Source: an optimization exercise on an open RTL-to-GDS flow (aim: small area, a short achievable clock period and few clock cycles). Production flows keep margins and buffers that such runs may drop.
Function was checked by simulation only, so behaviour that the tests miss may differ from the original.

<file path="flow/design.v">
`default_nettype none
`default_nettype wire
`default_nettype none
package mandel_pkg;
	typedef logic signed [27-1:0] fixed_t;
	typedef logic [10-1:0] iter_t;
	typedef logic [10-1:0] coord_t;
	typedef logic [19-1:0] pix_addr_t;
	typedef logic [8-1:0] color_t;
	typedef logic [8-1:0] apb_addr_t;
	typedef logic [32-1:0] word_t;
	typedef enum logic [1:0] {
		ITER_IDLE,
		ITER_CALC,
		ITER_DONE
	} iter_state_t;
	typedef enum logic [1:0] {
		WALK_IDLE,
		WALK_ISSUE,
		WALK_WAIT,
		WALK_EMIT
	} walk_state_t;
endpackage
`default_nettype wire
`timescale 1ns/1ps
`default_nettype none
module mandel_iterator (
	input  wire                 clk,
	input  wire                 rst,
	input  wire                 calc_start,
	input  mandel_pkg::fixed_t  cr,
	input  mandel_pkg::fixed_t  ci,
	input  mandel_pkg::iter_t   max_iter,
	output logic                calc_done,
	output mandel_pkg::iter_t   iter
);
	mandel_pkg::iter_state_t state;
	mandel_pkg::fixed_t zr;
	mandel_pkg::fixed_t zi;
	mandel_pkg::fixed_t zr_sq;
	mandel_pkg::fixed_t zi_sq;
	mandel_pkg::iter_t  count;
	mandel_pkg::iter_t  count_next;
	logic signed [2*27-1:0] prod_ri;
	logic signed [2*27-1:0] prod_rr;
	logic signed [2*27-1:0] prod_ii;
	logic signed [2*27-1:0] mag_sq;
	mandel_pkg::fixed_t zri;
	mandel_pkg::fixed_t zr_next;
	mandel_pkg::fixed_t zi_next;
	logic escaped;
	logic finish;
	always_comb begin
		prod_ri = zr * zi;
		zri     = mandel_pkg::fixed_t'(prod_ri >>> 23);
		zr_next = zr_sq - zi_sq + cr;
		zi_next = (zri <<< 1) + ci;
		prod_rr = zr_next * zr_next;
		prod_ii = zi_next * zi_next;
		mag_sq  = (prod_rr >>> 23) + (prod_ii >>> 23);
		escaped = mag_sq > (4 << 23);
		count_next = count + 1'b1;
		finish     = escaped || (count_next >= max_iter);
	end
	always_ff @(posedge clk or posedge rst) begin
		if (rst) begin
			state     <= mandel_pkg::ITER_IDLE;
			count     <= '0;
			calc_done <= 1'b0;
		end else begin
			calc_done <= 1'b0;
			case (state)
				mandel_pkg::ITER_IDLE: begin
					if (calc_start) begin
						count <= '0;
						state <= mandel_pkg::ITER_CALC;
					end
				end
				mandel_pkg::ITER_CALC: begin
					count <= count_next;
					if (finish)
						state <= mandel_pkg::ITER_DONE;
				end
				mandel_pkg::ITER_DONE: begin
					calc_done <= 1'b1;
					state     <= mandel_pkg::ITER_IDLE;
				end
				default: state <= mandel_pkg::ITER_IDLE;
			endcase
		end
	end
	always_ff @(posedge clk) begin
		if (state == mandel_pkg::ITER_IDLE && calc_start) begin
			zr    <= '0;
			zi    <= '0;
			zr_sq <= '0;
			zi_sq <= '0;
		end else if (state == mandel_pkg::ITER_CALC) begin
			zr    <= zr_next;
			zi    <= zi_next;
			zr_sq <= mandel_pkg::fixed_t'(prod_rr >>> 23);
			zi_sq <= mandel_pkg::fixed_t'(prod_ii >>> 23);
		end
		if (state == mandel_pkg::ITER_DONE)
			iter <= count;
	end
endmodule
`default_nettype wire
`timescale 1ns/1ps
`default_nettype none
module palette_lut (
	input  mandel_pkg::iter_t   iter,
	input  mandel_pkg::iter_t   max_iter,
	output mandel_pkg::color_t  color
);
	always_comb begin
		if (iter >= max_iter)
			color = 8'h00;   
		else if (iter >= 250)
			color = 8'h64;
		else if (iter >= 125)
			color = 8'hA9;
		else if (iter >= 62)
			color = 8'h65;
		else if (iter >= 31)
			color = 8'h25;
		else if (iter >= 15)
			color = 8'h6A;
		else
			color = 8'h92;
	end
endmodule
`default_nettype wire
`timescale 1ns/1ps
`default_nettype none
module pixel_walker (
	input  wire                    clk,
	input  wire                    rst,
	input  wire                    frame_start,
	input  mandel_pkg::fixed_t     cr_start,
	input  mandel_pkg::fixed_t     ci_start,
	input  mandel_pkg::fixed_t     dx,
	input  mandel_pkg::fixed_t     dy,
	input  mandel_pkg::coord_t     cols,
	input  mandel_pkg::coord_t     rows,
	input  wire                    calc_done,
	input  mandel_pkg::iter_t      iter,
	input  mandel_pkg::color_t     color,
	output logic                   calc_start,
	output mandel_pkg::fixed_t     cr,
	output mandel_pkg::fixed_t     ci,
	output logic                   frame_done,
	output logic                   pix_valid,
	output mandel_pkg::pix_addr_t  pix_addr,
	output mandel_pkg::iter_t      pix_iter,
	output mandel_pkg::color_t     pix_color
);
	mandel_pkg::walk_state_t state;
	mandel_pkg::coord_t x;
	mandel_pkg::coord_t y;
	logic last_col;
	logic last_row;
	assign last_col = (x == mandel_pkg::coord_t'(cols - 1'b1));
	assign last_row = (y == mandel_pkg::coord_t'(rows - 1'b1));
	assign calc_start = (state == mandel_pkg::WALK_ISSUE);
	always_ff @(posedge clk or posedge rst) begin
		if (rst) begin
			state      <= mandel_pkg::WALK_IDLE;
			x          <= '0;
			y          <= '0;
			pix_valid  <= 1'b0;
			frame_done <= 1'b0;
		end else begin
			pix_valid  <= 1'b0;
			frame_done <= 1'b0;
			case (state)
				mandel_pkg::WALK_IDLE: begin
					if (frame_start) begin
						x <= '0;
						y <= '0;
						if (cols == '0 || rows == '0)
							frame_done <= 1'b1;
						else
							state <= mandel_pkg::WALK_ISSUE;
					end
				end
				mandel_pkg::WALK_ISSUE: state <= mandel_pkg::WALK_WAIT;
				mandel_pkg::WALK_WAIT: begin
					if (calc_done) begin
						pix_valid <= 1'b1;
						state     <= mandel_pkg::WALK_EMIT;
					end
				end
				mandel_pkg::WALK_EMIT: begin
					if (!last_col) begin
						x     <= x + 1'b1;
						state <= mandel_pkg::WALK_ISSUE;
					end else if (!last_row) begin
						x     <= '0;
						y     <= y + 1'b1;
						state <= mandel_pkg::WALK_ISSUE;
					end else begin
						frame_done <= 1'b1;
						state      <= mandel_pkg::WALK_IDLE;
					end
				end
				default: state <= mandel_pkg::WALK_IDLE;
			endcase
		end
	end
	always_ff @(posedge clk) begin
		if (state == mandel_pkg::WALK_IDLE && frame_start) begin
			cr       <= cr_start;
			ci       <= ci_start;
			pix_addr <= '0;
		end
		if (state == mandel_pkg::WALK_WAIT && calc_done) begin
			pix_iter  <= iter;
			pix_color <= color;
		end
		if (state == mandel_pkg::WALK_EMIT) begin
			pix_addr <= pix_addr + 1'b1;
			if (last_col) begin
				cr <= cr_start;
				ci <= ci - dy;   
			end else begin
				cr <= cr + dx;
			end
		end
	end
endmodule
`default_nettype wire
`timescale 1ns/1ps
`default_nettype none
module apb_regs (
	input  wire                    clk,
	input  wire                    rst,
	input  wire                    psel,
	input  wire                    penable,
	input  wire                    pwrite,
	input  mandel_pkg::apb_addr_t  paddr,
	input  mandel_pkg::word_t      pwdata,
	output mandel_pkg::word_t      prdata,
	output logic                   pready,
	output logic                   pslverr,
	input  wire                    frame_done,
	output logic                   frame_start,
	output mandel_pkg::fixed_t     cr_start,
	output mandel_pkg::fixed_t     ci_start,
	output mandel_pkg::fixed_t     dx,
	output mandel_pkg::fixed_t     dy,
	output mandel_pkg::coord_t     cols,
	output mandel_pkg::coord_t     rows,
	output mandel_pkg::iter_t      max_iter
);
	logic access;
	logic wr_en;
	logic mapped;
	logic start_req;
	logic busy;
	logic done;
	mandel_pkg::word_t cycles;
	assign pready = 1'b1;
	assign access = psel & penable;
	assign wr_en  = access & pwrite;
	always_comb begin
		case (paddr)
			8'h00, 8'h04, 8'h08, 8'h0C,
			8'h10, 8'h14, 8'h18, 8'h1C, 8'h20:
				mapped = 1'b1;
			default: mapped = 1'b0;
		endcase
	end
	assign pslverr = access & (~mapped | (pwrite & busy & (paddr != 8'h00)));
	assign start_req = wr_en & (paddr == 8'h00) & pwdata[0] & ~busy;
	always_ff @(posedge clk or posedge rst) begin
		if (rst) begin
			frame_start <= 1'b0;
			busy        <= 1'b0;
			done        <= 1'b0;
			cycles      <= '0;
		end else begin
			frame_start <= start_req;
			if (start_req) begin
				busy <= 1'b1;
				done <= 1'b0;
			end else if (frame_done) begin
				busy <= 1'b0;
				done <= 1'b1;   
			end
			if (start_req)
				cycles <= '0;
			else if (busy)
				cycles <= cycles + 1'b1;
		end
	end
	always_ff @(posedge clk or posedge rst) begin
		if (rst) begin
			cr_start <= '0;
			ci_start <= '0;
			dx       <= '0;
			dy       <= '0;
			cols     <= '0;
			rows     <= '0;
			max_iter <= 999;
		end else if (wr_en & ~busy) begin
			case (paddr)
				8'h08: cr_start <= pwdata[27-1:0];
				8'h0C: ci_start <= pwdata[27-1:0];
				8'h10:       dx       <= pwdata[27-1:0];
				8'h14:       dy       <= pwdata[27-1:0];
				8'h18: begin
					cols <= pwdata[9:0];
					rows <= pwdata[25:16];
				end
				8'h1C: max_iter <= pwdata[10-1:0];
				default: ;
			endcase
		end
	end
	always_comb begin
		prdata = '0;
		if (access & ~pwrite) begin
			case (paddr)
				8'h04:   prdata[1:0] = {done, busy};
				8'h08: prdata = mandel_pkg::word_t'(cr_start);
				8'h0C: prdata = mandel_pkg::word_t'(ci_start);
				8'h10:       prdata = mandel_pkg::word_t'(dx);
				8'h14:       prdata = mandel_pkg::word_t'(dy);
				8'h18: begin
					prdata[9:0]   = cols;
					prdata[25:16] = rows;
				end
				8'h1C: prdata[10-1:0] = max_iter;
				8'h20:   prdata = cycles;
				default:       prdata = '0;
			endcase
		end
	end
endmodule
`default_nettype wire
`timescale 1ns/1ps
`default_nettype none
module mandel_top (
	input  wire                    clk,
	input  wire                    rst,
	input  wire                    psel,
	input  wire                    penable,
	input  wire                    pwrite,
	input  mandel_pkg::apb_addr_t  paddr,
	input  mandel_pkg::word_t      pwdata,
	output mandel_pkg::word_t      prdata,
	output logic                   pready,
	output logic                   pslverr,
	output logic                   pix_valid,
	output mandel_pkg::pix_addr_t  pix_addr,
	output mandel_pkg::iter_t      pix_iter,
	output mandel_pkg::color_t     pix_color
);
	logic               frame_start;
	logic               frame_done;
	mandel_pkg::fixed_t cr_start;
	mandel_pkg::fixed_t ci_start;
	mandel_pkg::fixed_t dx;
	mandel_pkg::fixed_t dy;
	mandel_pkg::coord_t cols;
	mandel_pkg::coord_t rows;
	mandel_pkg::iter_t  max_iter;
	logic               calc_start;
	logic               calc_done;
	mandel_pkg::fixed_t cr;
	mandel_pkg::fixed_t ci;
	mandel_pkg::iter_t  iter;
	mandel_pkg::color_t color;
	apb_regs i_regs (
		.clk(clk), .rst(rst),
		.psel(psel), .penable(penable), .pwrite(pwrite),
		.paddr(paddr), .pwdata(pwdata), .prdata(prdata),
		.pready(pready), .pslverr(pslverr),
		.frame_done(frame_done), .frame_start(frame_start),
		.cr_start(cr_start), .ci_start(ci_start), .dx(dx), .dy(dy),
		.cols(cols), .rows(rows), .max_iter(max_iter)
	);
	pixel_walker i_walker (
		.clk(clk), .rst(rst), .frame_start(frame_start),
		.cr_start(cr_start), .ci_start(ci_start), .dx(dx), .dy(dy),
		.cols(cols), .rows(rows),
		.calc_done(calc_done), .iter(iter), .color(color),
		.calc_start(calc_start), .cr(cr), .ci(ci), .frame_done(frame_done),
		.pix_valid(pix_valid), .pix_addr(pix_addr),
		.pix_iter(pix_iter), .pix_color(pix_color)
	);
	mandel_iterator i_iter (
		.clk(clk), .rst(rst), .calc_start(calc_start),
		.cr(cr), .ci(ci), .max_iter(max_iter),
		.calc_done(calc_done), .iter(iter)
	);
	palette_lut i_palette (
		.iter(iter), .max_iter(max_iter), .color(color)
	);
endmodule
`default_nettype wire
</file>
<file path="flow/run.sh">
#!/bin/bash
# synth_recipe.tcl (not shown) runs the flow's synth.tcl, then flattens the netlist and writes it again
# the make line also repeats each setting of config.mk as NAME=value (left out here)
make -C /OpenROAD-flow-scripts/flow DESIGN_CONFIG=/design/flow/config.mk WORK_HOME=/design/flow/orfs CLKGATE_MAP_FILE= SYNTH_SCRIPT=/design/flow/synth_recipe.tcl finish
</file>
<file path="flow/config.mk">
export PLATFORM = sky130hd
export DESIGN_NAME = mandel_top
export DESIGN_NICKNAME = mandel_top
export VERILOG_FILES = /design/flow/design.v
export SDC_FILE = /design/flow/constraint.sdc
export NUM_CORES = 4
export LEC_CHECK = 0
export CAP_MARGIN = 20
export CORE_MARGIN = 2
export CORE_UTILIZATION = 40
export SLEW_MARGIN = 20
</file>
<file path="flow/constraint.sdc">
create_clock -name core_clock -period 22.0 [get_ports {clk}]
set_input_delay 4.4000 -clock core_clock [delete_from_list [all_inputs] [get_ports {clk}]]
set_output_delay 4.4000 -clock core_clock [all_outputs]
set_load 0.01 [all_outputs]
</file>
==> run notes <==
[flip-flops by register name (all words and copies together) (netlist names), 19 cells and up]
name and cells:
i_walker.pix_addr 19, i_regs.ci_start 27, i_regs.dx 27, i_iter.zr_sq 27, i_walker.cr 27, i_regs.cycles 32, i_iter.zr 27, i_regs.dy 27
i_iter.zi 27, i_iter.zi_sq 27, i_walker.ci 27, i_regs.cr_start 27
[cells by family (layout without fill, tap and decap cells)]
kind of cell	Yosys count	after routing	share of synthesized area, %
other	1	2	0.003993
muxes	195	195	2.286
xor gates and xnor gates	299	299	2.796
and+or+nand+nor	2479	2479	11.87
DFF	419	419	10.85
adders and majority gates	2779	2779	54.08
buffers and inverters	2937	2941	11.75
AOI/OAI and AO/OA	914	914	6.374
[path summary, 6_finish.rpt]
kind,depth (start not counted),startpoint,slack (ns),to
max in group asynchronous,4,rst,16.05,i_regs.cr_start[23]$_DFFE_PP0P_
worst max register to register,82,i_iter.zi[9]$_SDFFE_PP0P_,1.28,i_iter.state[1]$_DFFE_PP0P_
min in group asynchronous,2,rst,4.17,i_walker.pix_valid$_DFF_PP0_
worst max-delay path,82,i_iter.zi[9]$_SDFFE_PP0P_,1.28,i_iter.state[1]$_DFFE_PP0P_
worst min-delay path,2,i_iter.zr[2]$_SDFFE_PP0P_,0.45,i_iter.zr[2]$_SDFFE_PP0P_
worst min register to register,2,i_iter.zr[2]$_SDFFE_PP0P_,0.45,i_iter.zr[2]$_SDFFE_PP0P_
[area by class of cell]
| cell class | instances | area [um^2] |
|---|---|---|
| diodes | 1 | 2.502 |
| clock buffers | 71 | 1454 |
| clock inverters | 26 | 289.0 |
| fillers | 22710 | 132100 |
| inverters | 2549 | 9579 |
| multi-input cells | 6667 | 72950 |
| flip-flops and latches | 419 | 10190 |
| well taps | 3132 | 3919 |
| repair buffers | 295 | 2505 |
[worst max-delay path: cells and delay by family, from the launching register on]
kind | cells | cell delay, ns
AND/OR/NAND/NOR | 19 | 3.89
adder cells (fa/ha/maj) | 18 | 8.27
XOR/XNOR | 4 | 0.90
buffers and inverters | 17 | 1.93
flip-flops | 1 | 0.49
AO/OA/AOI/OAI | 24 | 5.04
[per-layer routing]
metal  up-vias  global-route usage (%)  wire length (um)
li1      29900                       -                 -
met5         -                       0                47
met2      1900                   38.43            126900
met1     34870                   29.09            104500
met4         6                   7.628             11110
met3       465                   2.988             15050
[timing repair]
action / 4_1_cts / 5_1_grt
buffers inserted: 0 / 3
setup endpoints to repair: 0 / 2
gates resized for setup: 0 / 8
hold buffers: 0 / 0
[synthesized netlist by cell type, drive strengths merged, types with 11 or more instances]
cell / instances
inv: 2533
fa: 2134
nand2: 1098
ha: 645
nor2: 608
clkbuf: 369
and2: 352
o21ai: 258
xnor2: 214
a21oi: 212
dfrtp: 202
mux2: 156
dfxtp: 135
nand3: 96
a21o: 89
xor2: 85
edfxtp: 74
nor3: 71
a22o: 62
nand2b: 53
o21a: 48
nand4: 47
mux2i: 39
and3: 29
a211oi: 27
a31oi: 27
nor2b: 27
o21bai: 27
a222oi: 26
o31ai: 22
or3: 22
a21boi: 20
buf: 19
or2: 18
clkinv: 16
nor4: 16
o211ai: 14
a221oi: 11
o2111ai: 11
[per-stage QoR]
stage,setup slack (ns),cell area (um^2),utilization [%],hold WS [ns]
finish,1.281,100900,43.31,0.4533
detailed placement,0.6126,99060,42.52,0.4459
global route,0.08828,100900,43.30,0.4830
CTS,0.5078,100800,43.27,0.4580
global placement,0.7423,99060,42.52,0.4375
floorplan,4.182,93930,-,0.4250
==> metrics.json <==
{
  "layout-drive-gt1-share": {"value": 5.066, "unit": "%"},
  "maxSlewViolCount": {"value": 0},
  "die_area": {"value": 238700, "unit": "um^2"},
  "maxcap_viol_count": {"value": 0},
  "run_status": {"value": "finished clean"},
  "first_pass_iteration_count_of_the_detailed_router": {"value": 6},
  "finalHoldViolations": {"value": 0},
  "netlist_instances": {"value": 10020},
  "post-synth-top-area-fraction": {"value": 45.48, "unit": "%"},
  "setup_total_negative_slack": {"value": 0, "unit": "ns"},
  "final.setup_skew": {"value": 0.03390, "unit": "ns"},
  "worst_slew_pin_slew": {"value": 1.097, "unit": "ns"},
  "ios": {"value": 117},
  "seq_area_frac_synth": {"value": 10.85, "unit": "%"},
  "cp_common_cell": {"value": "sky130_fd_sc_hd__fa_1"},
  "tritoncts": {"value": "built"},
  "critPathKind": {"value": "flip-flop to flip-flop"},
  "placeableCoreArea": {"value": 233000, "unit": "um^2"},
  "detail_route.iter0.violations": {"value": 4117},
  "yosys_warnings": {"value": 4},
  "h-tree-depth": {"value": 2},
  "final_nets": {"value": 12810},
  "max-slew-margin-rel": {"value": 25.86, "unit": "%"},
  "synthDominantAreaCellType": {"value": "sky130_fd_sc_hd__fa_1"},
  "crit_path_max_incr_delay": {"value": 0.57, "unit": "ns"},
  "global_route.usage.total": {"value": 22.41, "unit": "%"},
  "drc": {"value": 0},
  "detail_route.wl_per_cell": {"value": 19.57, "unit": "um"},
  "layout_common_cells": {"value": "sky130_fd_sc_hd__inv_1 (2527), sky130_fd_sc_hd__fa_1 (2134), sky130_fd_sc_hd__nand2_1 (1098), sky130_fd_sc_hd__ha_1 (645), sky130_fd_sc_hd__nor2_1 (606)"},
  "vias_per_cell": {"value": 5.102},
  "cts_inserted_buffers": {"value": 52},
  "hp-class": {"value": "flip-flop to flip-flop"},
  "cp_slowest_cell": {"value": "sky130_fd_sc_hd__fa_1"},
  "cp_max_fo": {"value": 25},
  "synth.net_count": {"value": 12850},
  "final.period_utilization": {"value": 94.18, "unit": "%"},
  "die_y": {"value": 488.6, "unit": "um"},
  "antenna_found_initial": {"value": 6},
  "mean_syn_cell_area": {"value": 9.371, "unit": "um^2"},
  "yosys_register_bits": {"value": 419},
  "synth-edff-count": {"value": 74},
  "final_period_minus_worst_setup_slack": {"value": 20.72, "unit": "ns"},
  "number_of_vias_after_detailed_routing": {"value": 67140},
  "cell_types_with_the_largest_area_share_after_synthesis": {"value": "sky130_fd_sc_hd__fa_1 (45%), sky130_fd_sc_hd__inv_1 (10%), sky130_fd_sc_hd__ha_1 (8.6%), sky130_fd_sc_hd__dfrtp_1 (5.4%), sky130_fd_sc_hd__nand2_1 (4.4%)"},
  "syn2layout_area_growth": {"value": 7.419, "unit": "%"},
  "fmaxAchievable": {"value": 0.04827, "unit": "GHz"},
  "grt_setup_unrepaired": {"value": "no"},
  "initial_core_util": {"value": 40.31, "unit": "%"},
  "yosys_most_used_dff": {"value": "sky130_fd_sc_hd__dfrtp_1"},
  "clock_path_buffers": {"value": 3},
  "routed_wl": {"value": 257600, "unit": "um"},
  "place_congestion": {"value": 0.9271},
  "final-instance-count-excl-fill": {"value": 13160},
  "gr-total-overflow": {"value": 0},
  "worstSetupEndpointType": {"value": "flip-flop"},
  "worstSetupStartpointType": {"value": "flip-flop"},
  "numPortBuffers": {"value": 110},
  "finalSetupViolCount": {"value": 0},
  "floorplan.rows": {"value": 177},
  "place.detailed.hpwl": {"value": 212800, "unit": "um"},
  "most_common_library_cell_in_the_layout_ignoring_fill_and_taps": {"value": "sky130_fd_sc_hd__inv_1"},
  "critPathRequiredTime": {"value": 22.53, "unit": "ns"},
  "cts.sink_count": {"value": 419},
  "synthesis.area": {"value": 93930, "unit": "um^2"},
  "endpoint_arrival_time_on_the_critical_path": {"value": 21.25, "unit": "ns"},
  "die_width": {"value": 488.6, "unit": "um"},
  "placed_cells_incl_taps": {"value": 13060},
  "grt_first_pass_wirelength": {"value": 417500, "unit": "um"},
  "grt_pass1_vias": {"value": 74220},
  "path_clk_slew": {"value": 0.06, "unit": "ns"},
  "grt_max_degree": {"value": 144},
  "worst_skew_pair.late_latency": {"value": 0.67, "unit": "ns"},
  "async_flop_share": {"value": 50.12, "unit": "%"},
  "count_of_nets_left_with_antenna_violations_after_detail_routing": {"value": 0},
  "clockRootBuffer": {"value": "sky130_fd_sc_hd__clkbuf_16"},
  "synth_cell_type_count": {"value": 89}
}
Testbench counts, summed over its fixed seeds: cycles 851,420.

-- separate check: timing with driven ports --
Ports are ideal in the flow. The routed layout listed here was re-timed in OpenROAD.
Step 1 (the two cells are an assumption about what drives the block):
set clk [get_ports {clk}]
set_driving_cell -lib_cell sky130_fd_sc_hd__clkbuf_16 $clk
set_driving_cell -lib_cell sky130_fd_sc_hd__buf_2 [delete_from_list [all_inputs] $clk]
Step 2 times the ports against the registers' clock, not the clock port: input delays grow and output delays shrink by t, the midpoint of the rising clock arrivals with the driver on.
Three values: no drivers, after step 1, after step 2; two values: the first two.
t (ns): 0.712
setup slack, ns: 1.281 / 1.281 / 1.281
worst setup path at the end: register to register
worst slew at a driven data input, ns: 0.03
After both steps this run still meets setup and hold. The setup slack of this run moves by 0.000 ns with the drivers and by 0.000 ns with both steps.
